This is an optimization exercise on Yosys and OpenROAD, whose aim is small area, a short achievable clock period and few clock cycles per item, not a production implementation. Only simulation tests tie the RTL to the original design; equivalence was not proved.

File: flow/config.mk
export PLATFORM = sky130hd
export DESIGN_NAME = tri_setup_top
export DESIGN_NICKNAME = tri_setup_top
export VERILOG_FILES = /design/flow/design.v
export SDC_FILE = /design/flow/constraint.sdc
export NUM_CORES = 4
export LEC_CHECK = 0
export CAP_MARGIN = 20
export CORE_MARGIN = 2
export CORE_UTILIZATION = 55
export SETUP_SLACK_MARGIN = 1.4
export SLEW_MARGIN = 20
File: flow/constraint.sdc
create_clock -name core_clock -period 4.5 [get_ports {clk100}]
set_input_delay 0.9000 -clock core_clock [delete_from_list [all_inputs] [get_ports {clk100}]]
set_output_delay 0.9000 -clock core_clock [all_outputs]
set_load 0.01 [all_outputs]
File: flow/design.v
package tri_setup_pkg;
	localparam int COORD_W   = 12;
	localparam int ROW_W     = 10;
	localparam int FRAC_W    = 10;
	localparam int SLOPE_W   = 24;
	localparam int QUOT_BITS = 22;                       
	localparam int HDR_W     = 2 * COORD_W + 3 * ROW_W;
endpackage
`timescale 1ns/10ps
module tri_setup_top (
	input  logic          clk100,
	input  logic          rst_n,
	input  logic          next_frame,
	input  logic [71:0]   vtx_data,
	input  logic          vtx_empty,
	input  logic          tri_wait,
	output logic          vtx_pop,
	output logic [125:0]  tri_data,
	output logic          tri_push
);
	localparam int CW  = tri_setup_pkg::COORD_W;     
	localparam int NQ  = tri_setup_pkg::QUOT_BITS;   
	localparam int NR4 = NQ / 2;                     
	localparam int DS  = 1;                          
	localparam int LS  = DS + NR4;                   
	assign vtx_pop = !vtx_empty && !tri_wait && !next_frame && rst_n;
	logic v [0:LS];
	always_ff @(posedge clk100 or negedge rst_n)
	begin
		if (!rst_n)
			for (int s = 0; s <= LS; s++)
				v[s] <= 1'b0;
		else if (next_frame)
			for (int s = 0; s <= LS; s++)
				v[s] <= 1'b0;
		else
		begin
			v[0] <= vtx_pop;
			for (int s = 1; s <= LS; s++)
				v[s] <= v[s-1];
		end
	end
	logic [CW-1:0] vx [0:2];
	logic [CW-1:0] vy [0:2];
	always_comb
		for (int i = 0; i < 3; i++)
		begin
			vx[i] = vtx_data[(5-i)*CW +: CW];
			vy[i] = vtx_data[(2-i)*CW +: CW];
		end
	logic [CW-1:0] p_dy  [0:2];
	logic [CW-1:0] p_adx [0:2];
	logic          p_neg [0:2];
	logic          p_le  [0:2];    
	logic          p_row [0:2];    
	for (genvar p = 0; p < 3; p++)
	begin : g_pair
		localparam int I = (p == 2) ? 1 : 0;
		localparam int J = (p == 0) ? 1 : 2;
		logic [CW-1:0] yd_f, yd_b, xd_f, xd_b;
		logic          yge_f, yge_b, xge_f, xge_b;
		sub_ge #(.W(CW)) u_yf (.a(vy[J]), .b(vy[I]), .ge(yge_f), .diff(yd_f));
		sub_ge #(.W(CW)) u_yb (.a(vy[I]), .b(vy[J]), .ge(yge_b), .diff(yd_b));
		sub_ge #(.W(CW)) u_xf (.a(vx[J]), .b(vx[I]), .ge(xge_f), .diff(xd_f));
		sub_ge #(.W(CW)) u_xb (.a(vx[I]), .b(vx[J]), .ge(xge_b), .diff(xd_b));
		assign p_le[p]  = yge_f;
		assign p_dy[p]  = yge_f ? yd_f : yd_b;
		assign p_adx[p] = xge_f ? xd_f : xd_b;
		assign p_neg[p] = yge_f ? !xge_f : !xge_b;
		assign p_row[p] = vy[I][CW-1:2] == vy[J][CW-1:2];
	end
	logic [5:0]    o;
	logic [CW-1:0] e_dy  [0:2];
	logic [CW-1:0] e_adx [0:2];
	logic          e_neg [0:2];
	logic [CW-1:0] h_xtop, h_xright, h_ytop;
	assign o[0] =  p_le[0] &  p_le[1] &  p_le[2];
	assign o[1] =  p_le[0] &  p_le[1] & !p_le[2];
	assign o[2] = !p_le[0] &  p_le[1] &  p_le[2];
	assign o[3] =  p_le[0] & !p_le[1] & !p_le[2];
	assign o[4] = !p_le[0] & !p_le[1] &  p_le[2];
	assign o[5] = !p_le[0] & !p_le[1] & !p_le[2];
	localparam logic [11:0] LONG_P = {2'd1, 2'd0, 2'd2, 2'd2, 2'd0, 2'd1};
	localparam logic [11:0] TOP_P = {2'd2, 2'd2, 2'd1, 2'd0, 2'd1, 2'd0};
	localparam logic [11:0] BOT_P = {2'd0, 2'd1, 2'd0, 2'd1, 2'd2, 2'd2};
	localparam logic [11:0] TOP_V = {2'd2, 2'd1, 2'd2, 2'd1, 2'd0, 2'd0};
	localparam logic [11:0] MID_V = {2'd1, 2'd2, 2'd0, 2'd0, 2'd2, 2'd1};
	always_comb
	begin
		for (int e = 0; e < 3; e++)
		begin
			e_dy[e]  = '0;
			e_adx[e] = '0;
			e_neg[e] = 1'b0;
		end
		h_xtop   = '0;
		h_ytop   = '0;
		h_xright = '0;
		for (int k = 0; k < 6; k++)
		begin
			e_dy[0]  = e_dy[0]  | ({CW{o[k]}} & p_dy[LONG_P[2*k +: 2]]);
			e_dy[1]  = e_dy[1]  | ({CW{o[k]}} & p_dy[TOP_P[2*k +: 2]]);
			e_dy[2]  = e_dy[2]  | ({CW{o[k]}} & p_dy[BOT_P[2*k +: 2]]);
			e_adx[0] = e_adx[0] | ({CW{o[k]}} & p_adx[LONG_P[2*k +: 2]]);
			e_adx[1] = e_adx[1] | ({CW{o[k]}} & p_adx[TOP_P[2*k +: 2]]);
			e_adx[2] = e_adx[2] | ({CW{o[k]}} & p_adx[BOT_P[2*k +: 2]]);
			e_neg[0] = e_neg[0] | (o[k] & p_neg[LONG_P[2*k +: 2]]);
			e_neg[1] = e_neg[1] | (o[k] & p_neg[TOP_P[2*k +: 2]]);
			e_neg[2] = e_neg[2] | (o[k] & p_neg[BOT_P[2*k +: 2]]);
			h_xtop   = h_xtop   | ({CW{o[k]}} & vx[TOP_V[2*k +: 2]]);
			h_ytop   = h_ytop   | ({CW{o[k]}} & vy[TOP_V[2*k +: 2]]);
			h_xright = h_xright | ({CW{o[k]}} & (p_row[TOP_P[2*k +: 2]] ? vx[MID_V[2*k +: 2]] : vx[TOP_V[2*k +: 2]]));
		end
	end
	logic [CW-1:0] xtop [0:LS-1];
	logic [CW-1:0] xrgt [0:LS-1];
	logic [CW-1:0] ytop [0:LS-1];
	logic [CW-1:0] ndy  [0:LS-1][0:2];    
	logic [CW+1:0] ndy3 [DS:LS-1][0:2];   
	logic          neg  [0:LS-1][0:2];
	logic [CW-1:0] rem  [0:LS-1][0:2];    
	logic [NQ-1:0] nq   [0:LS-1][0:2];    
	logic [NQ-3:0] plow [0:2];           
	always_ff @(posedge clk100)
	begin
		xtop[0] <= h_xtop;
		xrgt[0] <= h_xright;
		ytop[0] <= h_ytop;
		for (int e = 0; e < 3; e++)
		begin
			ndy[0][e] <= ~e_dy[e];
			neg[0][e] <= e_neg[e];
			rem[0][e] <= '0;
			nq[0][e]  <= {e_adx[e], {(NQ-CW){1'b0}}};
		end
	end
	for (genvar s = DS; s < LS; s++)
	begin : g_stage
		localparam int K = 2 * (s - DS + 1);              
		for (genvar e = 0; e < 3; e++)
		begin : g_div
			logic [1:0]    q;
			logic [CW-1:0] r_new;
			logic [NQ-1:0] n_new;
			logic [CW-1:0] d;
			logic [CW+1:0] nd3;
			logic [CW+1:0] nd3_reg;
			assign d = ~ndy[s-1][e];
			if (s == DS)
			begin : g_d3
				assign nd3_reg = ~({2'b00, d} + {1'b0, d, 1'b0});
				assign nd3 = (d[CW-1:1] == '0) ? {{CW{1'b1}}, ~d[0], ~d[0]} : '0;
			end
			else
			begin : g_d3r
				assign nd3     = ndy3[s-1][e];
				assign nd3_reg = nd3;
			end
			r4_step u_step (
				.rem   (rem[s-1][e]),
				.bin   (nq[s-1][e][NQ-1 -: 2]),
				.nd    (ndy[s-1][e]),
				.nd3   (nd3),
				.q     (q),
				.r_new (r_new)
			);
			logic [CW-1:0] r_m;
			for (genvar b = 0; b < CW; b++)
			begin : g_rb
				assign r_m[b] = (b < K) ? r_new[b] : 1'b0;
			end
			assign n_new[1:0] = q;
			for (genvar b = 2; b < NQ; b++)
			begin : g_nb
				assign n_new[b] = (b >= K && b < K + NQ - CW) ? 1'b0 : nq[s-1][e][b-2];
			end
			if (s == LS - 1)
			begin : g_pl
				logic [NQ-3:0] pl;
				for (genvar b = 0; b < NQ - 2; b++)
				begin : g_o
					if (b % 5 == 0)
					begin : g_g0
						assign pl[b] = 1'b0;
					end
					else
					begin : g_gn
						assign pl[b] = pl[b-1] | nq[s-1][e][b-1];
					end
				end
				always_ff @(posedge clk100)
					plow[e] <= pl;
			end
			always_ff @(posedge clk100)
			begin
				ndy[s][e] <= ndy[s-1][e];
				ndy3[s][e] <= nd3_reg;
				neg[s][e] <= neg[s-1][e];
				rem[s][e] <= r_m;
				nq[s][e]  <= n_new;
			end
		end
		always_ff @(posedge clk100)
		begin
			xtop[s] <= xtop[s-1];
			xrgt[s] <= xrgt[s-1];
			ytop[s] <= ytop[s-1];
		end
	end
	logic [23:0]   slope [0:2];
	logic [CW-1:0] y_mid, y_bot;
	logic [125:0]  res;
	for (genvar e = 0; e < 3; e++)
	begin : g_fin
		logic [NQ-1:0] qv;
		logic [NQ-1:0] low;      
		logic          s_neg;
		assign qv = nq[LS-1][e];
		logic       q10;
		logic [3:0] g;           
		logic [4:0] gb;          
		assign q10 = qv[1] | qv[0];
		for (genvar j = 0; j < 4; j++)
		begin : g_grp
			assign g[j] = |qv[2+5*j +: 5];
		end
		assign gb[0] = q10;
		assign gb[1] = q10 | g[0];
		assign gb[2] = q10 | g[0] | g[1];
		assign gb[3] = q10 | g[0] | g[1] | g[2];
		assign gb[4] = q10 | g[0] | g[1] | g[2] | g[3];
		assign low[0] = 1'b0;
		assign low[1] = qv[0];
		for (genvar b = 2; b < NQ; b++)
		begin : g_low
			assign low[b] = plow[e][b-2] | gb[(b-2)/5];
		end
		assign s_neg = neg[LS-1][e] && gb[4];
		assign slope[e] = (ndy[LS-1][e] == '1) ? 24'd0
			: {s_neg, s_neg, qv ^ ({NQ{neg[LS-1][e]}} & low)};
	end
	assign y_mid = ytop[LS-1] + ~ndy[LS-1][1];
	assign y_bot = ytop[LS-1] + ~ndy[LS-1][0];
	always_ff @(posedge clk100)
		res <= {xtop[LS-1], xrgt[LS-1], ytop[LS-1][CW-1:2], y_mid[CW-1:2], y_bot[CW-1:2],
			slope[0], slope[1], slope[2]};
	assign tri_data = res;
	assign tri_push = v[LS];
endmodule
module sub_ge #(
	parameter int W = 14
) (
	input  logic [W-1:0] a,
	input  logic [W-1:0] b,
	output logic         ge,
	output logic [W-1:0] diff
);
	localparam int LV = (W <= 2) ? 1 : (W <= 4) ? 2 : (W <= 8) ? 3 : (W <= 16) ? 4 : 5;
	logic [W-1:0] gt [0:LV];     
	logic [W-1:0] eq [0:LV];     
	assign gt[0] = a & ~b;
	assign eq[0] = ~(a ^ b);
	for (genvar l = 0; l < LV; l++)
	begin : g_lvl
		for (genvar i = 0; i < W; i++)
		begin : g_bit
			if (((i >> l) & 1) == 1)
			begin : g_cmb
				localparam int J = ((i >> l) << l) - 1;
				assign gt[l+1][i] = gt[l][i] | (eq[l][i] & gt[l][J]);
				assign eq[l+1][i] = eq[l][i] & eq[l][J];
			end
			else
			begin : g_thr
				assign gt[l+1][i] = gt[l][i];
				assign eq[l+1][i] = eq[l][i];
			end
		end
	end
	assign ge = gt[LV][W-1] | eq[LV][W-1];
	assign diff[0] = ~eq[0][0];
	for (genvar i = 1; i < W; i++)
	begin : g_d
		assign diff[i] = eq[0][i] ^ gt[LV][i-1] ^ eq[LV][i-1];
	end
endmodule
module sub_ge_n #(
	parameter int W = 14
) (
	input  logic [W-1:0] a,
	input  logic [W-1:0] nb,
	output logic         ge,
	output logic [W-1:0] diff
);
	localparam int LV = (W <= 2) ? 1 : (W <= 4) ? 2 : (W <= 8) ? 3 : (W <= 16) ? 4 : 5;
	logic [W-1:0] gt [0:LV];     
	logic [W-1:0] eq [0:LV];     
	assign gt[0] = a & nb;
	assign eq[0] = a ^ nb;
	for (genvar l = 0; l < LV; l++)
	begin : g_lvl
		for (genvar i = 0; i < W; i++)
		begin : g_bit
			if (((i >> l) & 1) == 1)
			begin : g_cmb
				localparam int J = ((i >> l) << l) - 1;
				assign gt[l+1][i] = gt[l][i] | (eq[l][i] & gt[l][J]);
				assign eq[l+1][i] = eq[l][i] & eq[l][J];
			end
			else
			begin : g_thr
				assign gt[l+1][i] = gt[l][i];
				assign eq[l+1][i] = eq[l][i];
			end
		end
	end
	assign ge = gt[LV][W-1] | eq[LV][W-1];
	assign diff[0] = ~eq[0][0];
	for (genvar i = 1; i < W; i++)
	begin : g_d
		assign diff[i] = eq[0][i] ^ gt[LV][i-1] ^ eq[LV][i-1];
	end
endmodule
module r4_step (
	input  logic [11:0] rem,
	input  logic [1:0]  bin,
	input  logic [11:0] nd,
	input  logic [13:0] nd3,
	output logic [1:0]  q,
	output logic [11:0] r_new
);
	logic [13:0] t;
	logic        c1, c2, c3;
	logic [13:0] f1, f2, f3;
	assign t = {rem, bin};
	sub_ge_n #(.W(14)) u1 (.a(t), .nb({2'b11, nd}),      .ge(c1), .diff(f1));
	sub_ge_n #(.W(14)) u2 (.a(t), .nb({1'b1, nd, 1'b1}), .ge(c2), .diff(f2));
	sub_ge_n #(.W(14)) u3 (.a(t), .nb(nd3),              .ge(c3), .diff(f3));
	assign q = {c2, c3 | (c1 & !c2)};
	always_comb
	begin
		if (c3)
			r_new = f3[11:0];
		else if (c2)
			r_new = f2[11:0];
		else if (c1)
			r_new = f1[11:0];
		else
			r_new = t[11:0];
	end
endmodule
File: flow/run.sh
#!/bin/bash
# synth_recipe.tcl (not shown) runs the flow's synth.tcl, then flattens the netlist and writes it again
# the make line also repeats each setting of config.mk as NAME=value (left out here)
make -C /OpenROAD-flow-scripts/flow DESIGN_CONFIG=/design/flow/config.mk WORK_HOME=/design/flow/orfs CLKGATE_MAP_FILE= SYNTH_SCRIPT=/design/flow/synth_recipe.tcl finish
==> flow_metrics.env, run 1 <==
export IMPL_postSynth_asyncResetShare_pct=0.577
export IMPL_min_period_ns=3.49
export IMPL_critPathMaxStageDelay_ns=0.51
export IMPL_io_pins=205
export IMPL_wl_per_cell_um=18.9
export IMPL_final_max_slew_viol_count=0
export IMPL_setup_reg_to_reg_worst_slack_ns=1.01
export IMPL_start_util_pct=55.2
export IMPL_cts_tree="yes"
export IMPL_drtIter0Drc=3285
export IMPL_critPathRequiredTime_ns=5.25
export IMPL_critPathSlowestCell="or4_4"
export IMPL_outcome="timing/DRC/antenna clean"
export IMPL_max_slew_margin_rel_pct=23.7
export IMPL_final_cells=13500
export IMPL_portBuffers=204
export IMPL_dpl_worst_slack_ns=-0.295
export IMPL_hp_class="flip-flop to flip-flop"
export IMPL_ant_nets=0
export IMPL_cts_max_path_buffers=3
export IMPL_cts_hold_fix_buffers=0
export IMPL_synth_top_flop_cell="dfxtp_1"
export IMPL_synth_edf_count=0
export IMPL_synthDistinctLibCells=99
export IMPL_drt_first_pass_iters=8
export IMPL_hold_ws_ns=0.297
export IMPL_fin_nets=12300
export IMPL_clock_latency_ns=0.88
export IMPL_overflow=0
export IMPL_die_height_um=440
export IMPL_dieWidth_um=440
export IMPL_skew_ns=0.0494
export IMPL_drc_errors=0
export IMPL_layout_drive_gt1_share_pct=18.0
export IMPL_synth_area_sq_um=105000
export IMPL_cp_arrival_ns=4.24
export IMPL_grt_antenna_before_repair=7
export IMPL_clk_pin_slew_ns=0.06
export IMPL_syn_area_per_cell_sq_um=10.5
export IMPL_cp_max_fo=12
export IMPL_crit_path_frequent_cell="a21o_1"
export IMPL_worst_pin_slew_ns=1.14
export IMPL_grt_total_usage_pct=25.9
export IMPL_num_rows=160
export IMPL_cts_buffers=221
export IMPL_crit_chain="ha_4, fa_2, a21o_1, a21o_1, a21o_1, a2111oi_4, nor2_2, or4_4, a31oi_4, buf_12, buf_4, nor2_1, a211oi_1, o22ai_1"
export IMPL_setup_ws_ns=1.01
export IMPL_via_count=73300
export IMPL_place_inst=12800
export IMPL_grt_max_degree=24
export IMPL_synth_top_area_share_pct=42.8
export IMPL_core_sq_um=190000
export IMPL_crit_path_end_kind="flip-flop"
export IMPL_die_area_sq_um=194000
export IMPL_clk_root_buffer_cell="clkbuf_16"
export IMPL_final_util_pct=66.3
export IMPL_hold_violations=0
export IMPL_synth_net_count=11400
export IMPL_syn_inst=9959
export IMPL_finalSetupViolations=0
export IMPL_post_drt_via_cell_ratio=5.44
export IMPL_yosys_top_cells_area="dfxtp_1 43%, ha_1 14%, xnor2_1 6.2%"
export IMPL_rsz0062_at_grt="true"
export IMPL_gp_congestion=0.893
export IMPL_drv_cap=0
export IMPL_hpwl_mm=200
export IMPL_yosys_warnings=50
export IMPL_cts_max_level=4
export IMPL_yosysTopAreaCell="dfxtp_1"
export IMPL_period_share_pct=77.7
export IMPL_grt_pass1_vias=74900
export IMPL_path_class="flip-flop to flip-flop"
export IMPL_routed_wl_mm=255
export IMPL_ys_seq_elements=2254
export IMPL_clock_sinks=2254
export IMPL_yosysSeqAreaShare_pct=43.1
export IMPL_fmax_mhz=286
export IMPL_cp_start_kind="flip-flop"
export IMPL_area_growth_pct=20.1
export IMPL_grt_pass1_wl_mm=401
[cell type report]
cell class | instances | area (sq um)
fillers | 15000 | 63900
well taps | 2511 | 3140
inverters | 643 | 2500
clock buffers | 300 | 6270
diodes | 6 | 15.0
flip-flops and latches | 2254 | 45400
multi-input cells | 6845 | 59900
repair buffers | 816 | 7080
clock inverters | 111 | 1510
[registers in the layout, indices dropped and copies added (netlist names)]
signal	cells
ytop	144
rem	270
v	13
xrgt	144
nq	522
xtop	144
ndy	402
plow	36
neg	36
ndy3	420
res	123
[timing repair]
item                                   in CTS  in global routing
pin swaps                                 197                243
cloned                                      6                  2
setup endpoints to repair                 366                331
endpoints found under the hold margin       0                  0
setup buffers                             156                113
gates resized for setup                   512                506
[worst max-delay path: cells and delay by family, from the launching register on]
family / cells / cell delay, ns
AOI/OAI and AO/OA: 7 / 1.51
and+or+nand+nor: 3 / 0.64
adders and majority gates: 2 / 0.52
DFF: 1 / 0.39
buffers and inverters: 2 / 0.29
[final timing paths]
check / endpoint / start / cells after the start
hold reg to reg: nq[13][21] / nq[10][19] / 0
setup reg to reg: rem[18][8] / nq[15][20] / 14
min in group asynchronous: v[3] / rst_n / 2
max in group asynchronous: v[0] / rst_n / 2
setup / recovery: rem[18][8] / nq[15][20] / 14
hold / removal: nq[13][21] / nq[10][19] / 0
[metrics by stage]
| step | area [sq um] | setup TNS, ns |
|---|---|---|
| after floorplan | 106000 | 0 |
| after global placement | 113000 | -1.77 |
| after detailed placement | 113000 | -2.27 |
| after CTS | 124000 | 0 |
| after global routing | 126000 | 0 |
| final | 126000 | 0 |
[logic make-up (layout without fill, tap and decap cells)]
logic type	after synthesis	in the layout	share of synthesized area, %
AOI/OAI and AO/OA	1911	1911	12.1
other	0	6	0
xor gates and xnor gates	1108	1108	9.27
adders and majority gates	1409	1409	18.7
DFF	2254	2254	43.1
buffers and inverters	861	1870	3.18
and+or+nand+nor	1934	1935	8.87
muxes	482	482	4.79
[Yosys cell counts, types with 65 or more instances]
master,n
a211oi_1,72
a21o_1,305
a21oi_1,475
a31oi_1,77
and2_1,65
clkbuf_1,156
dfxtp_1,2241
fa_1,264
ha_1,1145
inv_1,641
mux2_2,152
mux2i_1,329
nand2_1,530
nand3_1,223
nand4_1,100
nor2_1,503
nor3_1,127
o211ai_1,102
o21a_1,82
o21ai_0,336
o22ai_1,71
xnor2_1,744
xor2_1,363
[routing by layer]
metal | routed length, um | GRT usage [%] | vias up
met5 | 9 | 0 | -
met4 | 11700 | 11.4 | 2
met3 | 8810 | 3.35 | 524
met2 | 128000 | 46.8 | 1402
met1 | 106000 | 30.6 | 35200
li1 | - | - | 36200
[cells in the final DEF (no fill, tap or decap), types with 41 or more instances in the layout]
cell,synthesis,layout
xnor2_1,744,721
nand2_1,530,517
and2_1,65,60
dfxtp_2,0,77
and3_1,49,41
inv_1,641,587
buf_4,6,512
xor2_1,363,358
clkdlybuf4s50_1,0,135
buf_6,2,60
o211ai_1,102,102
o21ai_1,12,46
mux2_2,152,127
nand3_1,223,217
ha_1,1145,1046
a21oi_2,4,70
a21o_1,305,304
inv_2,0,42
dfxtp_1,2241,2135
fa_1,264,224
o21ai_0,336,260
nor2_1,503,478
ha_4,0,72
clkbuf_16,0,227
nor3_1,127,118
a31oi_1,77,65
a21oi_1,475,383
nand2b_1,51,48
nand4_1,100,100
o21a_1,82,73
a211oi_1,72,50
o22ai_1,71,65
mux2i_1,329,307
or2_2,59,58
or3_1,47,46
nor2b_1,61,59
Testbench counts, summed over its fixed seeds: cycles 1,704, items 1,600.
==> run 2: changes to the inputs <==
--- a/flow/design.v
+++ b/flow/design.v
@@ -25,3 +25,3 @@
 	localparam int LS  = DS + NR4;                   
-	assign vtx_pop = !vtx_empty && !tri_wait && !next_frame && rst_n;
+	assign vtx_pop = !vtx_empty && !tri_wait && !next_frame;    
 	logic v [0:LS];
--- a/flow/config.mk
+++ b/flow/config.mk
@@ -7,2 +7,3 @@
 export LEC_CHECK = 0
+export ABC_AREA = 1
 export CAP_MARGIN = 20
@@ -10,3 +11,3 @@
 export CORE_UTILIZATION = 55
-export SETUP_SLACK_MARGIN = 1.4
+export SETUP_SLACK_MARGIN = 1.6
 export SLEW_MARGIN = 20
==> flow_metrics.env, run 2 <==
export IMPL_outcome="timing/DRC/antenna clean"
export IMPL_min_path_cells=0
export IMPL_cts_hold_fix_buffers=0
export IMPL_clk_root_buffer_cell="clkbuf_16"
export IMPL_postSynth_asyncResetShare_pct=0.577
export IMPL_period_share_pct=63.8
export IMPL_cp_start_kind="primary input"
export IMPL_start_util_pct=55.4
export IMPL_mostFrequentLayoutCell="nand2_1"
export IMPL_post_dp_cell_area_sq_um=115000
export IMPL_hp_class="flip-flop to flip-flop"
export IMPL_die_height_um=450
export IMPL_critPathMaxStageDelay_ns=0.54
export IMPL_setup_ws_ns=1.63
export IMPL_hold_end="ytop[4][5]"
export IMPL_min_delay_start="ytop[3][5]"
export IMPL_synth_area_sq_um=109000
export IMPL_ys_seq_elements=2254
export IMPL_synthDistinctLibCells=68
export IMPL_yosys_warnings=50
export IMPL_dieWidth_um=450
export IMPL_clock_sinks=2254
export IMPL_critPathRequiredTime_ns=5.31
export IMPL_path_delay_family="buffers and inverters"
export IMPL_grt_pass1_vias=83100
export IMPL_r2r_start="rem[28][0]"
export IMPL_portBuffers=204
export IMPL_num_rows=163
export IMPL_crit_buf_inv=5
export IMPL_reg2reg_depth=15
export IMPL_fmax_mhz=349
export IMPL_ys_top_cells_by_count="3,109 x nand2_1, 2,241 x dfxtp_1, 1,412 x inv_1"
export IMPL_critPathSlowestCell="clkdlybuf4s50_1"
export IMPL_io_pins=205
export IMPL_dpl_worst_slack_ns=0.110
export IMPL_crit_path_end_kind="flip-flop"
export IMPL_via_count=84100
export IMPL_reg_top3="nq x522, ndy3 x420, ndy x402"
export IMPL_post_drt_via_cell_ratio=5.21
export IMPL_clk_pin_slew_ns=0.06
export IMPL_grt_pass1_wl_mm=441
export IMPL_worst_pin_slew_ns=1.01
export IMPL_setup_reg_to_reg_worst_slack_ns=1.76
export IMPL_r2r_end="rem[31][8]"
export IMPL_cts_max_level=4
export IMPL_drtIter0Drc=5407
export IMPL_final_area_sq_um=125000
export IMPL_final_max_slew_viol_count=0
export IMPL_ant_nets=0
export IMPL_largest_register="nq"
export IMPL_rsz0062_at_grt="true"
export IMPL_skew_ns=0.0815
export IMPL_grt_max_degree=49
export IMPL_synth_net_count=14400
export IMPL_layout_common_cells="3,069 x nand2_1, 2,209 x dfxtp_1, 1,378 x inv_1"
export IMPL_grt_antenna_before_repair=9
export IMPL_drv_cap=0
export IMPL_min_period_ns=2.87
export IMPL_place_inst=15700
export IMPL_synth_top_flop_cell="dfxtp_1"
export IMPL_cts_max_path_buffers=3
export IMPL_yosys_top_cells_area="dfxtp_1 41%, ha_1 13%, nand2_1 11%"
export IMPL_fin_nets=14800
export IMPL_drc_errors=0
export IMPL_cts_tree="yes"
export IMPL_syn_inst=12900
export IMPL_final_cells=16100
export IMPL_gp_congestion=0.990
export IMPL_routed_wl_mm=277
export IMPL_cts_buffers=222
export IMPL_path_class="primary input to flip-flop"
export IMPL_layout_drive_gt1_share_pct=7.23
export IMPL_wl_per_cell_um=17.1
export IMPL_synth_top_area_share_pct=41.0
export IMPL_grt_total_usage_pct=26.9
export IMPL_syn_area_per_cell_sq_um=8.49
export IMPL_yosysTopAreaCell="dfxtp_1"
export IMPL_die_area_sq_um=202000
export IMPL_max_slew_margin_rel_pct=32.7
export IMPL_drt_first_pass_iters=7
export IMPL_cp_arrival_ns=3.68
export IMPL_synth_edf_count=0
export IMPL_fin_setup_tns_ns=0
export IMPL_yosysSeqAreaShare_pct=41.3
export IMPL_hold_violations=0
export IMPL_cp_max_fo=27
export IMPL_finalSetupViolations=0
export IMPL_core_sq_um=197000
export IMPL_largest_reg_flops=522
export IMPL_overflow=0
export IMPL_clock_latency_ns=0.88
export IMPL_area_growth_pct=14.0
export IMPL_crit_chain="clkdlybuf4s50_1, inv_1, ha_1, nand2_1, inv_1, a21oi_2, nand3_2, nand2_4, nand2_8, nor2_8, buf_6, o2111ai_1, nand2_1, inv_1, nand2_1"
export IMPL_hpwl_mm=221
export IMPL_yosysMostFrequentCell="nand2_1"
-- run 2: cell families after synthesis --
group	count (synthesis)	share of synthesized area [%]
simple gates	5172	20.1
xor+xnor	854	6.85
flops	2254	41.3
buf+inv	1607	5.69
fa+ha+maj	1409	17.9
compound gates	1583	8.16
-- run 2: metrics by stage --
| step | hold WS (ns) | util (%) |
|---|---|---|
| floorplan | 0.310 | - |
| global placement | 0.310 | 58.1 |
| detailed placement | 0.312 | 58.1 |
| CTS | 0.279 | 62.5 |
| global route | 0.302 | 63.2 |
| finish | 0.287 | 63.2 |
-- run 2: final cells by class --
class / count / area [sq um]
flip-flops and latches: 2254 / 45300
inverters: 1442 / 5490
well taps: 2640 / 3300
repair buffers: 362 / 3430
diodes: 3 / 7.51
clock inverters: 144 / 2110
clock buffers: 278 / 6110
fillers: 16800 / 72700
repair inverters: 1 / 7.51
multi-input cells: 9021 / 58900
-- run 2: worst max-delay path by stage --
| stage | to | depth (start not counted) | from |
|---|---|---|---|
| after floorplan | ndy[1][2] | 16 | vtx_data[15] |
| after global placement | nq[2][11] | 15 | vtx_data[40] |
| after detailed placement | nq[2][11] | 15 | vtx_data[44] |
| after CTS | rem[30][9] | 16 | ndy[27][2] |
| after global routing | rem[19][9] | 14 | ndy3[13][0] |
| final | xrgt[0][9] | 15 | vtx_data[6] |
-- run 2: timing repair --
| item | 4_1_cts | 5_1_grt |
|---|---|---|
| setup buffers | 16 | 48 |
| hold endpoints to repair | 0 | 0 |
| cloned | 2 | 2 |
| endpoints found under the setup margin | 253 | 307 |
| pin swaps | 11 | 39 |
| resized for setup | 124 | 269 |
-- run 2: routing by layer --
metal	GRT usage, %	part of all wire (%)
met1	35.0	45
met2	45.5	47
met3	3.26	4.2
met4	10.6	4.1
met5	0	0.0054
Testbench counts of run 2, summed over its fixed seeds: cycles 1,704, items 1,600.
==> run 3: changes to the inputs <==
--- a/flow/config.mk
+++ b/flow/config.mk
@@ -10,3 +10,3 @@
 export CORE_MARGIN = 2
-export CORE_UTILIZATION = 55
+export CORE_UTILIZATION = 45
 export SETUP_SLACK_MARGIN = 1.6
==> flow_metrics.env, run 3 <==
export IMPL_drtIter0Drc=4653
export IMPL_routed_wl_mm=286
export IMPL_postSynth_asyncResetShare_pct=0.577
export IMPL_crit_chain="clkdlybuf4s50_1, ha_1, a21oi_1, o21bai_1, a21oi_4, nand2_8, buf_4, nand3_4, buf_6, inv_2, nand3_1, nand2_1, nor2_1, nand2_1"
export IMPL_synth_top_flop_cell="dfxtp_1"
export IMPL_die_height_um=497
export IMPL_path_class="primary input to flip-flop"
export IMPL_drv_cap=0
export IMPL_cts_max_level=4
export IMPL_critPathMaxStageDelay_ns=0.69
export IMPL_area_growth_pct=15.0
export IMPL_wl_per_cell_um=17.1
export IMPL_via_count=84200
export IMPL_ys_top_cells_by_count="3,109 x nand2_1, 2,241 x dfxtp_1, 1,412 x inv_1"
export IMPL_critPathRequiredTime_ns=5.27
export IMPL_hp_class="flip-flop to flip-flop"
export IMPL_synth_net_count=14400
export IMPL_cts_tree="yes"
export IMPL_crit_path_end_kind="flip-flop"
export IMPL_num_rows=181
export IMPL_yosysMostFrequentCell="nand2_1"
export IMPL_fin_nets=14800
export IMPL_grt_pass1_wl_mm=451
export IMPL_clock_sinks=2254
export IMPL_min_period_ns=2.88
export IMPL_yosysSeqAreaShare_pct=41.3
export IMPL_post_drt_via_cell_ratio=5.02
export IMPL_ys_seq_elements=2254
export IMPL_hold_violations=0
export IMPL_setup_ws_ns=1.62
export IMPL_max_slew_margin_rel_pct=33.1
export IMPL_grt_max_degree=49
export IMPL_io_pins=205
export IMPL_synth_edf_count=0
export IMPL_crit_buf_inv=4
export IMPL_core_sq_um=243000
export IMPL_die_area_sq_um=247000
export IMPL_clk_root_buffer_cell="clkbuf_16"
export IMPL_yosys_warnings=50
export IMPL_fin_setup_tns_ns=0
export IMPL_portBuffers=204
export IMPL_dpl_worst_slack_ns=0.324
export IMPL_cts_buffers=229
export IMPL_grt_pass1_vias=83400
export IMPL_cts_max_path_buffers=3
export IMPL_grt_antenna_before_repair=11
export IMPL_worst_pin_slew_ns=1.00
export IMPL_final_max_slew_viol_count=0
export IMPL_path_delay_family="buffers and inverters"
export IMPL_finalSetupViolations=0
export IMPL_cp_max_fo=9
export IMPL_fmax_mhz=348
export IMPL_clock_latency_ns=0.95
export IMPL_crit_path_frequent_cell="nand2_1"
export IMPL_synth_area_sq_um=109000
export IMPL_largest_reg_flops=522
export IMPL_syn_inst=12900
export IMPL_rsz0062_at_grt="true"
export IMPL_cp_start_kind="primary input"
export IMPL_hpwl_mm=229
export IMPL_layout_common_cells="3,069 x nand2_1, 2,206 x dfxtp_1, 1,380 x inv_1"
export IMPL_outcome="timing/DRC/antenna clean"
export IMPL_synth_top_area_share_pct=41.0
export IMPL_ant_nets=0
export IMPL_clk_pin_slew_ns=0.07
export IMPL_critPathSlowestCell="clkdlybuf4s50_1"
export IMPL_overflow=0
export IMPL_period_share_pct=63.9
export IMPL_gp_congestion=0.912
export IMPL_drt_first_pass_iters=6
export IMPL_dieWidth_um=497
export IMPL_grt_total_usage_pct=22.6
export IMPL_yosysTopAreaCell="dfxtp_1"
export IMPL_start_util_pct=45.1
export IMPL_regArea_sq_um=45300
export IMPL_synthDistinctLibCells=68
export IMPL_multiInputGateArea_sq_um=58900
export IMPL_skew_ns=0.0974
export IMPL_cp_arrival_ns=3.64
export IMPL_fillers=22400
export IMPL_largest_register="nq"
export IMPL_syn_area_per_cell_sq_um=8.49
export IMPL_reg_top3="nq x522, ndy3 x420, ndy x402"
export IMPL_drc_errors=0
export IMPL_mostFrequentLayoutCell="nand2_1"
export IMPL_layout_drive_gt1_share_pct=7.49
export IMPL_yosys_top_cells_area="dfxtp_1 41%, ha_1 13%, nand2_1 11%"
==> run 3: layout make-up <==
class	instances	share of cell area [%]
multi-input combinational	9019	46.8
tap	3202	3.19
timing repair buffer	398	2.92
antenna	5	0.00995
timing repair inverter	3	0.0159
inverter	1442	4.37
clock buffer	292	5.03
sequential	2254	36.0
clock inverter	139	1.62
==> run 3: cell families (layout without fill, tap and decap cells) <==
| group | count (synthesis) | count (layout) | share of synthesized area (%) |
|---|---|---|---|
| compound gates | 1583 | 1583 | 8.16 |
| flops | 2254 | 2254 | 41.3 |
| xor+xnor | 854 | 854 | 6.85 |
| fa+ha+maj | 1409 | 1409 | 17.9 |
| simple gates | 5172 | 5173 | 20.1 |
| other cells | 0 | 5 | 0 |
| buf+inv | 1607 | 2274 | 5.69 |
==> run 3: timing repair <==
item | in CTS | in global routing
setup endpoints to repair | 270 | 317
setup buffers | 12 | 80
resized for setup | 122 | 262
cloned | 1 | 4
pin swaps | 9 | 50
hold buffers | 0 | 0
==> run 3: worst register-to-register path, stage by stage (launching register included) <==
cell and delay [ns]:
dfxtp_4 0.38, ha_1 0.14, inv_1 0.06, fa_1 0.41, inv_1 0.11, nand3_1 0.09, nand2_2 0.11, nand2_1 0.07
nand2_2 0.10, inv_1 0.07, fa_1 0.43, xnor2_1 0.15, xor2_1 0.16, nand2_1 0.06, o21ai_0 0.09, o21ai_0 0.18
o21ai_1 0.08
==> run 3: final timing paths <==
kind	endpoint	from	depth (start not counted)	slack, ns
max	xrgt[0][9]	vtx_data[33]	14	1.62
max in group asynchronous	v[5]	rst_n	1	3.75
min in group asynchronous	v[9]	rst_n	1	0.38
min reg2reg	xtop[4][9]	xtop[3][9]	0	0.29
min	xtop[4][9]	xtop[3][9]	0	0.29
max reg2reg	rem[26][9]	rem[23][0]	16	1.70
==> run 3: metal layers <==
layer	part of all wire (%)	GRT usage (%)
met5	0.0080	0
met4	3.6	8.24
met3	4.1	2.83
met2	47	39.1
met1	45	28.9
==> run 3: stage by stage <==
stage / utilization (%) / hold WS [ns] / area, sq um / cells
2_1_floorplan: - / 0.310 / 109000 / 12900
3_3_place_gp: 47.6 / 0.310 / 115000 / 16200
3_5_place_dp: 47.6 / 0.312 / 115000 / 16200
4_1_cts: 51.2 / 0.288 / 124000 / 16700
5_1_grt: 51.9 / 0.290 / 126000 / 16800
6_report: 51.9 / 0.285 / 126000 / 16800
==> run 4: changes to the inputs <==
--- a/flow/design.v
+++ b/flow/design.v
@@ -25,4 +25,4 @@
 	localparam int LS  = DS + NR4;                   
-	assign vtx_pop = !vtx_empty && !tri_wait && !next_frame;    
-	logic v [0:LS];
+	assign vtx_pop = !vtx_empty && !tri_wait && !next_frame && rst_n;
+	logic v [0:LS-1];
 	always_ff @(posedge clk100 or negedge rst_n)
@@ -30,6 +30,6 @@
 		if (!rst_n)
-			for (int s = 0; s <= LS; s++)
+			for (int s = 0; s < LS; s++)
 				v[s] <= 1'b0;
 		else if (next_frame)
-			for (int s = 0; s <= LS; s++)
+			for (int s = 0; s < LS; s++)
 				v[s] <= 1'b0;
@@ -38,3 +38,3 @@
 			v[0] <= vtx_pop;
-			for (int s = 1; s <= LS; s++)
+			for (int s = 1; s < LS; s++)
 				v[s] <= v[s-1];
@@ -123,2 +123,4 @@
 	logic [NQ-3:0] plow [0:2];           
+	logic [3:0]    gblw [0:2];           
+	logic          nz   [0:2];           
 	always_ff @(posedge clk100)
@@ -178,3 +180,8 @@
 			begin : g_pl
-				logic [NQ-3:0] pl;
+				logic [NQ-3:0] loc;
+				logic [3:0]    grp;
+				for (genvar k = 0; k < 4; k++)
+				begin : g_g
+					assign grp[k] = |nq[s-1][e][5*k +: 5];
+				end
 				for (genvar b = 0; b < NQ - 2; b++)
@@ -183,3 +190,3 @@
 					begin : g_g0
-						assign pl[b] = 1'b0;
+						assign loc[b] = 1'b0;
 					end
@@ -187,3 +194,3 @@
 					begin : g_gn
-						assign pl[b] = pl[b-1] | nq[s-1][e][b-1];
+						assign loc[b] = loc[b-1] | nq[s-1][e][b-1];
 					end
@@ -191,3 +198,7 @@
 				always_ff @(posedge clk100)
-					plow[e] <= pl;
+				begin
+					plow[e] <= loc;
+					gblw[e] <= {grp[3], grp[0] | grp[1] | grp[2], grp[0] | grp[1], grp[0]};
+					nz[e]   <= ndy[s-1][e] != '1;
+				end
 			end
@@ -211,3 +222,3 @@
 	logic [CW-1:0] y_mid, y_bot;
-	logic [125:0]  res;
+	logic [CW-3:0] row_mid, row_end;
 	for (genvar e = 0; e < 3; e++)
@@ -216,17 +227,10 @@
 		logic [NQ-1:0] low;      
+		logic [3:0]    gb;       
 		logic          s_neg;
 		assign qv = nq[LS-1][e];
-		logic       q10;
-		logic [3:0] g;           
-		logic [4:0] gb;          
-		assign q10 = qv[1] | qv[0];
-		for (genvar j = 0; j < 4; j++)
-		begin : g_grp
-			assign g[j] = |qv[2+5*j +: 5];
-		end
-		assign gb[0] = q10;
-		assign gb[1] = q10 | g[0];
-		assign gb[2] = q10 | g[0] | g[1];
-		assign gb[3] = q10 | g[0] | g[1] | g[2];
-		assign gb[4] = q10 | g[0] | g[1] | g[2] | g[3];
+		assign gb[0] = qv[1] | qv[0];
+		for (genvar j = 1; j < 4; j++)
+		begin : g_gb
+			assign gb[j] = gblw[e][j-1] | qv[1] | qv[0];
+		end
 		assign low[0] = 1'b0;
@@ -237,13 +241,15 @@
 		end
-		assign s_neg = neg[LS-1][e] && gb[4];
-		assign slope[e] = (ndy[LS-1][e] == '1) ? 24'd0
-			: {s_neg, s_neg, qv ^ ({NQ{neg[LS-1][e]}} & low)};
+		assign s_neg = neg[LS-1][e] && (gb[3] || gblw[e][3]);
+		assign slope[e] = nz[e] ? {s_neg, s_neg, qv ^ ({NQ{neg[LS-1][e]}} & low)} : 24'd0;
 	end
-	assign y_mid = ytop[LS-1] + ~ndy[LS-1][1];
-	assign y_bot = ytop[LS-1] + ~ndy[LS-1][0];
+	assign y_mid = ytop[LS-2] + ~ndy[LS-2][1];
+	assign y_bot = ytop[LS-2] + ~ndy[LS-2][0];
 	always_ff @(posedge clk100)
-		res <= {xtop[LS-1], xrgt[LS-1], ytop[LS-1][CW-1:2], y_mid[CW-1:2], y_bot[CW-1:2],
-			slope[0], slope[1], slope[2]};
-	assign tri_data = res;
-	assign tri_push = v[LS];
+	begin
+		row_mid <= y_mid[CW-1:2];
+		row_end <= y_bot[CW-1:2];
+	end
+	assign tri_data = {xtop[LS-1], xrgt[LS-1], ytop[LS-1][CW-1:2], row_mid, row_end,
+		slope[0], slope[1], slope[2]};
+	assign tri_push = v[LS-1];
 endmodule
--- a/flow/config.mk
+++ b/flow/config.mk
@@ -7,7 +7,6 @@
 export LEC_CHECK = 0
-export ABC_AREA = 1
 export CAP_MARGIN = 20
 export CORE_MARGIN = 2
-export CORE_UTILIZATION = 45
-export SETUP_SLACK_MARGIN = 1.6
+export CORE_UTILIZATION = 55
+export SETUP_SLACK_MARGIN = 1.4
 export SLEW_MARGIN = 20
==> flow_metrics.env, run 4 <==
export IMPL_cp_max_fo=5
export IMPL_synth_top_flop_cell="dfxtp_1"
export IMPL_r2r_end="rem[17][9]"
export IMPL_die_height_um=434
export IMPL_synth_area_sq_um=102000
export IMPL_cp_arrival_ns=2.45
export IMPL_hold_violations=0
export IMPL_fmax_mhz=299
export IMPL_reg_top3="nq x522, ndy3 x420, ndy x366"
export IMPL_syn_area_per_cell_sq_um=10.2
export IMPL_cts_buffers=209
export IMPL_drt_first_pass_iters=7
export IMPL_mostFrequentLayoutCell="dfxtp_1"
export IMPL_hold_ws_ns=0.289
export IMPL_postSynth_asyncResetShare_pct=0.564
export IMPL_via_count=72700
export IMPL_crit_path_end="tri_data[32]"
export IMPL_cts_max_path_buffers=3
export IMPL_wl_per_cell_um=18.9
export IMPL_dieWidth_um=434
export IMPL_rsz0062_at_grt="true"
export IMPL_yosys_warnings=54
export IMPL_routed_wl_mm=252
export IMPL_area_growth_pct=20.1
export IMPL_post_drt_via_cell_ratio=5.45
export IMPL_clock_latency_ns=0.86
export IMPL_synth_edf_count=0
export IMPL_finalSetupViolations=0
export IMPL_path_class="flip-flop to output pin"
export IMPL_final_max_slew_viol_count=0
export IMPL_fin_setup_tns_ns=0
export IMPL_drtIter0Drc=3864
export IMPL_synth_top_area_share_pct=41.7
export IMPL_outcome="timing/DRC/antenna clean"
export IMPL_ys_seq_elements=2127
export IMPL_worst_pin_slew_ns=0.811
export IMPL_ant_nets=0
export IMPL_layout_drive_gt1_share_pct=17.7
export IMPL_clock_sinks=2127
export IMPL_hp_class="flip-flop to flip-flop"
export IMPL_synth_net_count=11400
export IMPL_reg2reg_depth=13
export IMPL_portBuffers=204
export IMPL_cts_max_level=4
export IMPL_crit_path_end_kind="output pin"
export IMPL_setup_ws_ns=1.15
export IMPL_cp_start_kind="flip-flop"
export IMPL_clk_pin_slew_ns=0.06
export IMPL_yosysTopAreaCell="dfxtp_1"
export IMPL_yosys_top_cells_area="dfxtp_1 42%, ha_1 14%, xnor2_1 6.5%"
export IMPL_grt_antenna_before_repair=9
export IMPL_layout_common_cells="2,003 x dfxtp_1, 1,059 x ha_1, 725 x xnor2_1"
export IMPL_synthDistinctLibCells=98
export IMPL_gp_congestion=0.922
export IMPL_drc_errors=0
export IMPL_drv_cap=0
export IMPL_min_period_ns=3.35
export IMPL_num_rows=157
export IMPL_yosysSeqAreaShare_pct=42.0
export IMPL_grt_pass1_vias=72900
export IMPL_yosysMostFrequentCell="dfxtp_1"
export IMPL_skew_ns=0.0520
export IMPL_largest_reg_flops=522
export IMPL_period_share_pct=74.4
export IMPL_max_slew_margin_rel_pct=45.9
export IMPL_io_pins=205
export IMPL_final_util_pct=66.6
export IMPL_hpwl_mm=192
export IMPL_min_delay_start="ytop[9][4]"
export IMPL_start_util_pct=55.5
export IMPL_cts_tree="yes"
export IMPL_grt_pass1_wl_mm=392
export IMPL_dpl_worst_slack_ns=0.0124
export IMPL_setup_reg_to_reg_worst_slack_ns=1.32
export IMPL_grt_max_degree=30
export IMPL_r2r_start="nq[14][20]"
export IMPL_ys_top_cells_by_count="2,115 x dfxtp_1, 1,145 x ha_1, 755 x xnor2_1"
export IMPL_syn_inst=9955
export IMPL_fin_nets=12200
export IMPL_largest_register="nq"
export IMPL_core_sq_um=183000
export IMPL_grt_total_usage_pct=26.0
export IMPL_critPathRequiredTime_ns=3.60
export IMPL_die_area_sq_um=188000
export IMPL_clk_root_buffer_cell="clkbuf_16"
export IMPL_cp_startpoint="nq[34][1]"
export IMPL_overflow=0
## run 4: cell count changes in the layout (fill, tap and decap cells not counted), moves of 107 or more
cell,delta
xor2_1,-130
buf_4,+223
clkdlybuf4s50_1,-108
mux2i_1,+163
inv_1,-753
xnor2_1,+348
nor2_1,-259
a21oi_1,-261
nand2_1,-2520
dfxtp_1,-203
nor2b_1,+107
nand3_1,-606
a21o_1,+126
o21ai_0,-119
## run 4: kinds of logic (layout without fill, tap and decap cells)
family	Yosys count	count (layout)	synth area share [%]
DFF	2127	2127	42.0
AOI/OAI and AO/OA	2122	2124	13.6
and+or+nand+nor	2070	2071	9.97
adders and majority gates	1409	1409	19.3
xor gates and xnor gates	1099	1099	9.47
buffers and inverters	894	1796	3.36
muxes	234	234	2.38
other	0	4	0
## run 4: layer usage
layer / global-route usage, % / vias to the layer above / wire, um
met4: 9.78 / 4 / 9790
li1: - / 36000 / -
met5: 0 / - / 28
met2: 44.2 / 1360 / 120000
met3: 3.10 / 461 / 8740
met1: 33.8 / 34800 / 113000
## run 4: layout make-up
type,instances,area [sq um]
Sequential cell,2127,42900
Multi-Input combinational cell,6937,59500
Tap cell,2464,3080
Timing Repair inverter,1,7.51
Inverter,666,2560
Timing Repair Buffer,736,6440
Clock inverter,131,1930
Fill cell,14400,61200
Antenna cell,4,10.0
Clock buffer,262,5720
## run 4: metrics by stage
step | cells | area [sq um]
global placement | 12600 | 109000
global route | 13300 | 122000
detailed placement | 12600 | 109000
floorplan | 9955 | 103000
CTS | 13100 | 119000
finish | 13300 | 122000
## run 4: worst min path at each step
stage,depth (start not counted),to,slack (ns)
3_5_place_dp,0,xrgt[3][6],0.31
4_1_cts,0,ytop[10][4],0.27
3_3_place_gp,0,xrgt[2][1],0.31
2_1_floorplan,0,nq[14][20],0.31
5_1_grt,3,ytop[0][9],0.26
6_report,0,ytop[10][4],0.29
## run 4: worst max-delay path, stage by stage (launching register included)
cell     delay (ns)
dfxtp_4        0.34
or2_4          0.33
o21a_4         0.28
buf_6          0.12
a21oi_2        0.10
xnor2_1        0.13
and2_1         0.14
buf_2          0.13
## run 4: what timing repair did
action | 4_1_cts | 5_1_grt
gates resized for setup | 860 | 655
pin swaps | 135 | 299
setup endpoints to repair | 401 | 391
endpoints found under the hold margin | 12 | 0
gates cloned | 8 | 24
hold buffers | 1 | 0
buffers inserted | 109 | 151
Testbench counts of run 4, summed over its fixed seeds: cycles 1,696, items 1,600.
==> run 5: changes to the inputs <==
--- a/flow/config.mk
+++ b/flow/config.mk
@@ -10,3 +10,3 @@
 export CORE_UTILIZATION = 55
-export SETUP_SLACK_MARGIN = 1.4
+export SETUP_SLACK_MARGIN = 1.0
 export SLEW_MARGIN = 20
==> flow_metrics.env, run 5 <==
export IMPL_synth_top_area_share_pct=41.7
export IMPL_clock_latency_ns=0.87
export IMPL_die_height_um=434
export IMPL_yosysMostFrequentCell="dfxtp_1"
export IMPL_crit_path_end_kind="output pin"
export IMPL_cp_max_fo=5
export IMPL_period_share_pct=76.7
export IMPL_hp_class="flip-flop to flip-flop"
export IMPL_final_max_slew_viol_count=0
export IMPL_ys_top_cells_by_count="2,115 x dfxtp_1, 1,145 x ha_1, 755 x xnor2_1"
export IMPL_synth_area_sq_um=102000
export IMPL_drc_errors=0
export IMPL_path_class="flip-flop to output pin"
export IMPL_drt_first_pass_iters=9
export IMPL_ys_seq_elements=2127
export IMPL_final_cells=13100
export IMPL_rsz0062_at_grt="true"
export IMPL_wl_per_cell_um=18.2
export IMPL_synth_net_count=11400
export IMPL_hold_ws_ns=0.301
export IMPL_critPathRequiredTime_ns=3.60
export IMPL_min_period_ns=3.45
export IMPL_hold_violations=0
export IMPL_grt_antenna_before_repair=6
export IMPL_synth_top_flop_cell="dfxtp_1"
export IMPL_hpwl_mm=189
export IMPL_fmax_mhz=290
export IMPL_post_drt_via_cell_ratio=5.41
export IMPL_worst_pin_slew_ns=1.05
export IMPL_io_pins=205
export IMPL_dieWidth_um=434
export IMPL_finalSetupViolations=0
export IMPL_die_area_sq_um=188000
export IMPL_max_slew_margin_rel_pct=30.0
export IMPL_drv_cap=0
export IMPL_synth_edf_count=0
export IMPL_yosysSeqAreaShare_pct=42.0
export IMPL_fillers=15000
export IMPL_cts_hold_fix_buffers=0
export IMPL_yosysTopAreaCell="dfxtp_1"
export IMPL_overflow=0
export IMPL_syn_area_per_cell_sq_um=10.2
export IMPL_cts_max_path_buffers=3
export IMPL_drtIter0Drc=3621
export IMPL_grt_pass1_vias=72300
export IMPL_portBuffers=204
export IMPL_start_util_pct=55.5
export IMPL_dpl_worst_slack_ns=-0.150
export IMPL_core_sq_um=183000
export IMPL_ant_nets=0
export IMPL_fin_nets=11900
export IMPL_skew_ns=0.0588
export IMPL_via_count=70900
export IMPL_grt_total_usage_pct=25.2
export IMPL_final_util_pct=63.9
export IMPL_synthDistinctLibCells=98
export IMPL_num_rows=157
export IMPL_clock_sinks=2127
export IMPL_routed_wl_mm=239
export IMPL_clk_pin_slew_ns=0.06
export IMPL_area_growth_pct=15.2
export IMPL_layout_common_cells="2,102 x dfxtp_1, 1,131 x ha_1, 747 x xnor2_1"
export IMPL_layout_drive_gt1_share_pct=10.1
export IMPL_mostFrequentLayoutCell="dfxtp_1"
export IMPL_yosys_top_cells_area="dfxtp_1 42%, ha_1 14%, xnor2_1 6.5%"
export IMPL_cts_buffers=208
export IMPL_cp_arrival_ns=2.55
export IMPL_largest_reg_flops=522
export IMPL_grt_pass1_wl_mm=383
export IMPL_postSynth_asyncResetShare_pct=0.564
export IMPL_place_inst=12700
export IMPL_cp_start_kind="flip-flop"
export IMPL_setup_ws_ns=1.05
export IMPL_largest_register="nq"
export IMPL_syn_inst=9955
export IMPL_outcome="timing/DRC/antenna clean"
export IMPL_grt_max_degree=31
export IMPL_cts_max_level=4
export IMPL_clk_root_buffer_cell="clkbuf_16"
export IMPL_cts_tree="yes"
export IMPL_gp_congestion=0.907
export IMPL_reg_top3="nq x522, ndy3 x420, ndy x366"
export IMPL_yosys_warnings=54
==> run 5: final timing paths <==
kind	from	endpoint	slack (ns)	depth (start not counted)
worst max-delay path	nq[35][0]	tri_data[9]	1.05	7
worst min-delay path	nq[25][0]	nq[28][2]	0.30	0
worst max register to register	rem[22][0]	rem[25][2]	1.17	14
worst min register to register	nq[25][0]	nq[28][2]	0.30	0
max in group asynchronous	rst_n	v[2]	4.02	2
min in group asynchronous	rst_n	v[7]	0.33	2
==> run 5: metal layers <==
metal | GRT usage [%] | vias to the layer above | wire length, um
met4 | 8.76 | 0 | 7850
li1 | - | 35500 | -
met1 | 31.9 | 33800 | 107000
met3 | 3.02 | 416 | 7770
met2 | 44.2 | 1186 | 116000
met5 | 0 | - | 0
==> run 5: layout make-up <==
cell class	count	area (sq um)	area share, %
Tap cell	2464	3080	2.63
Clock buffer	271	5900	5.04
Timing Repair Buffer	508	4510	3.85
Antenna cell	3	7.51	0.00641
Sequential cell	2127	42700	36.4
Clock inverter	117	1650	1.41
Inverter	666	2510	2.14
Multi-Input combinational cell	6936	56800	48.5
==> run 5: kinds of logic after synthesis <==
logic type	synth area share (%)
simple gates	9.97
fa+ha+maj	19.3
flops	42.0
mux	2.38
xor+xnor	9.47
buf+inv	3.36
compound gates	13.6
==> run 5: through the flow <==
| stage | area, sq um | setup TNS (ns) |
|---|---|---|
| after floorplan | 102000 | 0 |
| after global placement | 108000 | -0.433 |
| after detailed placement | 108000 | -1.50 |
| after CTS | 116000 | 0 |
| after global routing | 117000 | 0 |
| final | 117000 | 0 |
==> run 5: repair_timing <==
| item | CTS | global route |
|---|---|---|
| pin swaps | 11 | 35 |
| gates cloned | 2 | 2 |
| endpoints found under the setup margin | 163 | 194 |
| buffers inserted | 16 | 20 |
| gates resized for setup | 188 | 223 |
==> run 5: critical path, cell delays in order (launching register included) <==
cell	delay (ns)
dfxtp_4	0.36
or2_4	0.28
buf_12	0.15
o21a_4	0.24
a21oi_2	0.15
xnor2_2	0.14
and2_1	0.14
clkdlybuf4s15_2	0.22
==> run 6: changes to the inputs <==
--- a/flow/design.v
+++ b/flow/design.v
@@ -25,3 +25,3 @@
 	localparam int LS  = DS + NR4;                   
-	assign vtx_pop = !vtx_empty && !tri_wait && !next_frame && rst_n;
+	assign vtx_pop = !vtx_empty && !tri_wait && !next_frame;    
 	logic v [0:LS-1];
--- a/flow/config.mk
+++ b/flow/config.mk
@@ -7,2 +7,3 @@
 export LEC_CHECK = 0
+export ABC_AREA = 1
 export CAP_MARGIN = 20
@@ -10,3 +11,3 @@
 export CORE_UTILIZATION = 55
-export SETUP_SLACK_MARGIN = 1.0
+export SETUP_SLACK_MARGIN = 1.6
 export SLEW_MARGIN = 20
==> flow_metrics.env, run 6 <==
export IMPL_clk_root_buffer_cell="clkbuf_16"
export IMPL_wl_per_cell_um=17.4
export IMPL_die_height_um=445
export IMPL_layout_drive_gt1_share_pct=8.89
export IMPL_cts_tree="yes"
export IMPL_post_drt_via_cell_ratio=5.25
export IMPL_final_area_sq_um=122000
export IMPL_cp_start_kind="flip-flop"
export IMPL_cp_max_fo=6
export IMPL_yosysSeqAreaShare_pct=39.9
export IMPL_synthDistinctLibCells=71
export IMPL_routed_wl_mm=275
export IMPL_max_slew_margin_rel_pct=39.7
export IMPL_crit_chain="nor2_4, inv_4, o21a_4, a21oi_4, xor2_4, nor2_1, buf_2"
export IMPL_setup_reg_to_reg_worst_slack_ns=1.73
export IMPL_hold_end="nq[25][2]"
export IMPL_overflow=0
export IMPL_synth_compound_area_share_pct=8.18
export IMPL_ys_seq_elements=2127
export IMPL_outcome="timing/DRC/antenna clean"
export IMPL_grt_total_usage_pct=27.3
export IMPL_postSynth_asyncResetShare_pct=0.564
export IMPL_fin_nets=14600
export IMPL_cts_max_path_buffers=3
export IMPL_synth_top_flop_cell="dfxtp_1"
export IMPL_synthMuxAreaShare_pct=0.00937
export IMPL_clock_latency_ns=0.87
export IMPL_drv_cap=0
export IMPL_synth_top_family_by_area="simple AND/OR/NAND/NOR gates"
export IMPL_clock_sinks=2127
export IMPL_yosysTopAreaCell="dfxtp_1"
export IMPL_post_dp_cell_area_sq_um=112000
export IMPL_grt_antenna_before_repair=8
export IMPL_cts_max_level=4
export IMPL_dieWidth_um=445
export IMPL_drt_first_pass_iters=8
export IMPL_start_util_pct=55.4
export IMPL_grt_pass1_wl_mm=435
export IMPL_via_count=83000
export IMPL_drc_errors=0
export IMPL_grt_max_degree=49
export IMPL_path_delay_family="compound AO/OA/AOI/OAI gates"
export IMPL_hold_violations=0
export IMPL_yosys_warnings=54
export IMPL_final_max_slew_viol_count=0
export IMPL_largest_reg_flops=522
export IMPL_synth_net_count=14100
export IMPL_period_share_pct=71.6
export IMPL_r2r_start="ndy[25][2]"
export IMPL_die_area_sq_um=198000
export IMPL_min_period_ns=3.22
export IMPL_synth_xor_area_share_pct=7.28
export IMPL_min_path_cells=0
export IMPL_yosysMostFrequentCell="nand2_1"
export IMPL_core_sq_um=193000
export IMPL_synth_top_area_share_pct=39.7
export IMPL_reg_top3="nq x522, ndy3 x420, ndy x366"
export IMPL_syn_area_per_cell_sq_um=8.44
export IMPL_num_rows=161
export IMPL_ys_top_cells_by_count="2,971 x nand2_1, 2,115 x dfxtp_1, 1,411 x inv_1"
export IMPL_skew_ns=0.0765
export IMPL_portBuffers=204
export IMPL_critPathMaxStageDelay_ns=0.35
export IMPL_fin_setup_tns_ns=0
export IMPL_path_class="flip-flop to output pin"
export IMPL_grt_pass1_vias=81900
export IMPL_syn_inst=12700
export IMPL_io_pins=205
export IMPL_rsz0062_at_grt="true"
export IMPL_cts_buffers=211
export IMPL_synth_area_sq_um=107000
export IMPL_yosys_top_cells_area="dfxtp_1 40%, ha_1 13%, nand2_1 10%"
export IMPL_crit_buf_inv=2
export IMPL_layout_common_cells="2,931 x nand2_1, 2,067 x dfxtp_1, 1,377 x inv_1"
export IMPL_synth_fa_ha_area_share_pct=18.4
export IMPL_synth_edf_count=0
export IMPL_finalSetupViolations=0
export IMPL_hp_class="flip-flop to flip-flop"
export IMPL_mostFrequentLayoutCell="nand2_1"
export IMPL_r2r_end="rem[28][9]"
export IMPL_clk_pin_slew_ns=0.07
export IMPL_cp_arrival_ns=2.32
export IMPL_fmax_mhz=311
export IMPL_synthSimpleGateAreaFrac_pct=20.3
export IMPL_crit_path_end_kind="output pin"
export IMPL_worst_pin_slew_ns=0.902
export IMPL_largest_register="nq"
export IMPL_drtIter0Drc=5023
export IMPL_ant_nets=0
export IMPL_reg2reg_depth=16
export IMPL_critPathRequiredTime_ns=3.60
export IMPL_critPathSlowestCell="dfxtp_2"
export IMPL_hpwl_mm=216
export IMPL_area_growth_pct=14.5
export IMPL_min_delay_start="nq[22][0]"
export IMPL_gp_congestion=0.982
==> run 6: how the worst max path moves through the flow <==
stage / startpoint / to / slack, ns / cells past startpoint
after CTS: nq[34][0] / tri_data[32] / 1.22 / 7
final: nq[34][1] / tri_data[38] / 1.28 / 7
after global placement: vtx_data[40] / nq[0][21] / 0.05 / 15
after floorplan: vtx_data[5] / ndy[0][10] / 1.76 / 15
after detailed placement: vtx_data[40] / nq[0][21] / 0.08 / 15
after global routing: nq[34][1] / tri_data[40] / 1.19 / 7
==> run 6: cell families (layout without fill, tap and decap cells) <==
group                    after synthesis  count (layout)
AND/OR/NAND/NOR                     5087            5095
flip-flops                          2127            2127
buffers and inverters               1609            2238
AO/OA/AOI/OAI                       1534            1534
adder cells (fa/ha/maj)             1409            1409
XOR/XNOR                             886             886
multiplexers                           1               1
other                                  0               1
==> run 6: area by class of cell <==
cell class	instances	area, sq um
Antenna cell	1	2.50
Timing Repair Buffer	397	3560
Sequential cell	2127	42800
Inverter	1444	5530
Tap cell	2526	3160
Multi-Input combinational cell	8925	59600
Fill cell	16400	70500
Clock buffer	278	5950
Clock inverter	119	1690
==> run 6: worst reg2reg max path, cell delays in order (launching register included) <==
cell     delay, ns
dfxtp_4       0.37
ha_1          0.14
inv_1         0.05
fa_2          0.40
inv_2         0.09
nand3_1       0.09
nand2_2       0.10
nand2_1       0.07
nand2_2       0.09
inv_1         0.07
fa_1          0.43
xor2_1        0.22
xor2_1        0.19
nand2_1       0.07
nand3_1       0.11
nand3_1       0.12
nand2_1       0.10
==> run 6: timing repair <==
item	4_1_cts	5_1_grt
gates resized for setup	604	299
setup buffers	49	84
endpoints found under the hold margin	0	0
hold buffers	0	0
setup endpoints to repair	287	349
pin swaps	80	80
cloned	4	6
==> run 6: per-stage QoR <==
stage | util (%) | hold WS, ns | setup WS, ns | std cells
after global placement | 57.8 | 0.310 | 0.0547 | 15300
after CTS | 62.5 | 0.241 | 1.22 | 15700
after detailed placement | 57.8 | 0.312 | 0.0763 | 15300
after global routing | 63.4 | 0.248 | 1.19 | 15800
final | 63.4 | 0.252 | 1.28 | 15800
after floorplan | - | 0.310 | 1.76 | 12700
==> run 6: metal layers <==
layer	part of all wire, %	track usage [%]	routed length (um)
met5	0.0025	0	7
met4	3.9	9.67	10600
met3	4.5	3.23	12300
met2	47	46.3	128000
met1	45	35.8	123000
Testbench counts of run 6, summed over its fixed seeds: cycles 1,696, items 1,600.

[static timing again, ports no longer ideal]
The flow's constraints put no driver on any port. The routed layouts listed below were extracted and timed again, unchanged, in two steps. Step 1: set_driving_cell puts a clkbuf_16 on clk100 and a buf_2 on each other input, an assumption about the parent block. Step 2 also shifts input and output timing later by t, the mid clock arrival at the registers, as if the neighbouring blocks saw the same clock. a / b / c = no drivers / after step 1 / after step 2; a / b = the first two.
run	t (ns)	setup WS [ns]	worst setup path at the end	worst register clock-pin slew, ns
run 1	0.943	1.006 / 1.006 / 0.514	input to register	0.08 / 0.08
run 2	0.924	1.631 / 1.615 / 0.770	input to register	0.07 / 0.07
run 3	0.982	1.624 / 1.628 / 0.709	input to register	0.08 / 0.08
run 4	0.934	1.151 / 1.055 / 0.560	input to register	0.07 / 0.07
run 5	0.936	1.050 / 0.964 / 0.168	input to register	0.08 / 0.08
run 6	0.926	1.279 / 1.187 / 0.791	input to register	0.07 / 0.07
After both steps every run listed still meets setup and hold. The setup slack of run 3, which loses most, moves by +0.004 ns with the drivers and by -0.915 ns with both steps.
